This design comes from an exercise in tuning for small area on the open sky130 flow, not from production work. In this exercise RTL edits were held to simulation tests only and were not proved equivalent to the original. No activity file was given, so power comes from the tool's default toggle rates.

## wb_req_arbiter
module wb_req_arbiter #(
   parameter int DATA_W  = 96,
   parameter int THR_W   = 2,
   parameter int NUM_THR = 4,
   parameter int DEPTH   = 2
) (
   input  logic               clock,
   input  logic               reset,
   input  logic               alu_req_valid,
   input  logic [DATA_W-1:0]  alu_req_info,
   input  logic [THR_W-1:0]   alu_thread_id,
   output logic               alu_req_ready,
   input  logic               mul_req_valid,
   input  logic [DATA_W-1:0]  mul_req_info,
   input  logic [THR_W-1:0]   mul_thread_id,
   output logic               mul_req_ready,
   input  logic               cache_req_valid,
   input  logic [DATA_W-1:0]  cache_req_info,
   input  logic [THR_W-1:0]   cache_thread_id,
   output logic               cache_req_ready,
   input  logic [NUM_THR-1:0] flush,
   input  logic               rob_ready,
   output logic               out_valid,
   output logic [DATA_W-1:0]  out_info,
   output logic [THR_W-1:0]   out_thread_id,
   output logic [1:0]         out_source
);
   localparam int NS = 3;
   localparam int W  = DATA_W + THR_W;    
   logic [NS-1:0]         in_valid;
   logic [NS*W-1:0]       in_word;
   logic [NS-1:0]         full, eligible, discard, take, push;
   logic [NS*W-1:0]       e0, e1;         
   logic [NS-1:0]         rd;             
   logic [NS-1:0]         rr_q;           
   logic                  out_valid_q;
   logic [W-1:0]          out_q;
  ...
export LEC_CHECK = 0
export CAP_MARGIN = 20
export CORE_MARGIN = 2
export CORE_UTILIZATION = 60
export CTS_BUF_LIST = sky130_fd_sc_hd__clkbuf_4
export CTS_CLUSTER_SIZE = 20
export SLEW_MARGIN = 20
export SYNTH_HIERARCHICAL = 1
export SYNTH_MINIMUM_KEEP_SIZE = 0
create_clock -name core_clock -period 5.0 [get_ports {clock}]
standard.sh (not shown) runs the stock make flow with config.mk's settings and CLKGATE_MAP_FILE= SYNTH_SCRIPT=/design/flow/synth_recipe.tcl, a recipe that flattens the netlist after the stock synthesis.
==> flow/flow/run.sh <==
#!/bin/bash
# Standard synthesis, then the standard layout with 1x port buffers.
set -euo pipefail
bash standard.sh synth > synth_step.log 2>&1
bash standard.sh BUFFER_PORTS_ARGS="-buffer_cell sky130_fd_sc_hd__buf_1" finish > layout_step.log 2>&1
The baseline produced a clean layout.
Change:
==> flow/flow/run.sh (replaced) <==
#!/bin/bash
# Standard synthesis, then the standard layout with 1x port buffers and a
# clock tree of clkbuf_4 leaf clusters without dummy loads.
set -euo pipefail
bash standard.sh synth > synth_step.log 2>&1
bash standard.sh \
  BUFFER_PORTS_ARGS="-buffer_cell sky130_fd_sc_hd__buf_1" \
  CTS_ARGS="-sink_clustering_enable -repair_clock_nets -sink_clustering_size 10 -sink_clustering_max_diameter 40 -buf_list sky130_fd_sc_hd__clkbuf_4 -dont_use_dummy_load" \
  finish > layout_step.log 2>&1
Settings changed: CAP_MARGIN 20 to 10, CORE_UTILIZATION 60 to 80, CTS_BUF_LIST sky130_fd_sc_hd__clkbuf_4 to unset, CTS_CLUSTER_SIZE 20 to unset, SLEW_MARGIN 20 to 10.
After rerunning: Core utilization rises by 18 points; critical path depth is lower by 1; wire length decreases by 7.4%; count of clock-buffer cells in the layout went down by 159; final area decreases by 5.6%; die area shrinks by about 25%; worst setup slack is better by 0.072 ns; clock power falls by about 44%; global-route usage rises by 8.1 points.
Change:
Settings changed: CAP_MARGIN 10 to 20, CORE_UTILIZATION 80 to 70, SLEW_MARGIN 10 to 20.
- synthesized area is unchanged
- sequential share of layout area is lower by 0.18 points
- final cell count is higher by 2.2%
- non-clock buffer count is higher by 2
- worst setup slack gets worse by 0.38 ns
- routed wire length hardly moves
- via count is lower by 2.9%
Change:
==> flow/run.sh (new file) <==
#!/bin/bash
# synth_recipe.tcl (not shown) runs the flow's synth.tcl, then flattens the netlist and writes it again
# the make line also repeats each setting of config.mk as NAME=value (left out here)
make -C /OpenROAD-flow-scripts/flow DESIGN_CONFIG=/design/flow/config.mk WORK_HOME=/design/flow/orfs CLKGATE_MAP_FILE= SYNTH_SCRIPT=/design/flow/synth_recipe.tcl finish
Settings changed: CORE_UTILIZATION 70 to 60, CTS_BUF_LIST set to sky130_fd_sc_hd__clkbuf_4, CTS_CLUSTER_SIZE set to 20.
removed: flow/flow/run.sh
removed: flow/standard.sh
Via count went up by 4.0%.
Die area rose by 16%.
Global-route usage decreases by 3.4 points.
Hold slack improves by 0.27 ns.
Final cell count climbs by 10%.
Total power grows by 13%.
Area after synthesis does not change.
Change:
==> flow/flow/run.sh (new file) <==
#!/bin/bash
# Standard synthesis, then the standard layout with 1x port buffers and a
# clock tree of clkbuf_4 without dummy loads.
set -euo pipefail
bash standard.sh synth > synth_step.log 2>&1
bash standard.sh \
  BUFFER_PORTS_ARGS="-buffer_cell sky130_fd_sc_hd__buf_1" \
  CTS_ARGS="-sink_clustering_enable -repair_clock_nets -sink_clustering_size 8 -sink_clustering_max_diameter 40 -buf_list sky130_fd_sc_hd__clkbuf_4 -dont_use_dummy_load" \
  finish > layout_step.log 2>&1
==> flow/standard.sh (new file) <==
#!/bin/bash
# synth_recipe.tcl (not shown) runs the flow's synth.tcl, then flattens the netlist and writes it again
# the make line also repeats each setting of config.mk as NAME=value (left out here)
make -C /OpenROAD-flow-scripts/flow DESIGN_CONFIG=/design/flow/config.mk WORK_HOME=/design/flow/orfs CLKGATE_MAP_FILE= SYNTH_SCRIPT=/design/flow/synth_recipe.tcl "${@:-finish}"
Settings changed: CORE_UTILIZATION 60 to 80, CTS_BUF_LIST sky130_fd_sc_hd__clkbuf_4 to unset, CTS_CLUSTER_SIZE 20 to unset.
removed: flow/run.sh
The new run finished clean.
Power fell by 10%.
Count of clock-buffer cells in the layout fell by 150.
Sequential power hardly moves.
Via count barely changes.
Core utilization rose by 12 points.

* * *

08-06:
wb_req_arbiter, a different RTL version from the one above (not shown whole).
For scale: ~2000 cells after synthesis, ~710 flip-flops, about 410 I/O pins, about 25000 µm² of cells after synthesis.
clock: 5.0 ns
lec_check: 0
cap_margin: 20
core_margin: 2
core_utilization: 70
slew_margin: 20
synth_hierarchical: 1
synth_minimum_keep_size: 0
==> flow/flow/run.sh <==
#!/bin/bash
# Standard synthesis, then the standard layout with 1x port buffers and a
# clock tree of clkbuf_8 leaf clusters without dummy loads.
set -euo pipefail
bash standard.sh synth > synth_step.log 2>&1
bash standard.sh \
  BUFFER_PORTS_ARGS="-buffer_cell sky130_fd_sc_hd__buf_1" \
  CTS_ARGS="-sink_clustering_enable -repair_clock_nets -sink_clustering_size 18 -sink_clustering_max_diameter 50 -buf_list sky130_fd_sc_hd__clkbuf_8 -dont_use_dummy_load" \
  finish > layout_step.log 2>&1
Inputs modified between 08-06 and 07-27:
==> flow/flow/run.sh <==
#!/bin/bash
# Standard synthesis, then the standard layout with 1x port buffers and a
# clock tree of clkbuf_4 leaf clusters without dummy loads.
set -euo pipefail
bash standard.sh synth > synth_step.log 2>&1
bash standard.sh \
  BUFFER_PORTS_ARGS="-buffer_cell sky130_fd_sc_hd__buf_1" \
  CTS_ARGS="-sink_clustering_enable -repair_clock_nets -sink_clustering_size 10 -sink_clustering_max_diameter 40 -buf_list sky130_fd_sc_hd__clkbuf_4 -dont_use_dummy_load" \
  finish > layout_step.log 2>&1
- Global-route wire length before repair, 07-27 and 08-06, lower one = 08-06.
- Summary of 07-27 over 08-06: sequential portion of the cell area held steady; hold slack shrank by 0.15 ns; met2 usage grew by 0.47 points; final standard cell area without fillers held steady; worst setup slack shrank by 0.0055 ns.

-- re-timing with driven ports --
No port has a modelled driver above. Below, the same layouts with a new extraction and two added sets of constraints. Step 1 sets driving cells, clkbuf_16 on the clock port and buf_2 on the other inputs (assumed; they add their load-dependent delay and slew). Step 2 adds t to the input delays and takes it off the output delays; t is the mean of the earliest and latest rising clock arrival at the registers after step 1. Input paths then give back, and output paths get back, about the clock's delay inside the block. a / b / c = ideal ports / drivers / drivers and shift; a / b = the first two.
run	shift t [ns]	setup slack, ns	hold WS [ns]	worst register clock-pin slew, ns
the first run of note 1	0.907	1.192 / 1.192 / 0.825	0.157 / 0.160 / 0.467	0.08 / 0.08
the second run of note 1	0.772	1.265 / 1.265 / 0.876	0.246 / 0.257 / 0.446	0.12 / 0.12
the third run of note 1	0.845	0.887 / 0.887 / 0.705	0.166 / 0.177 / 0.475	0.11 / 0.11
the fourth run of note 1	0.951	1.251 / 1.251 / 0.556	0.440 / 0.437 / 0.468	0.08 / 0.08
the fifth run of note 1	0.820	1.252 / 1.252 / 0.890	0.193 / 0.198 / 0.469	0.10 / 0.10
08-06	0.706	1.622 / 1.617 / 0.911	0.319 / 0.328 / 0.473	0.11 / 0.11
07-27	0.848	1.616 / 1.616 / 0.832	0.167 / 0.182 / 0.463	0.11 / 0.11
After both steps every run listed still meets setup and hold. The setup slack of 07-27, which loses most, moves by 0.000 ns with the drivers and by -0.784 ns with both steps.
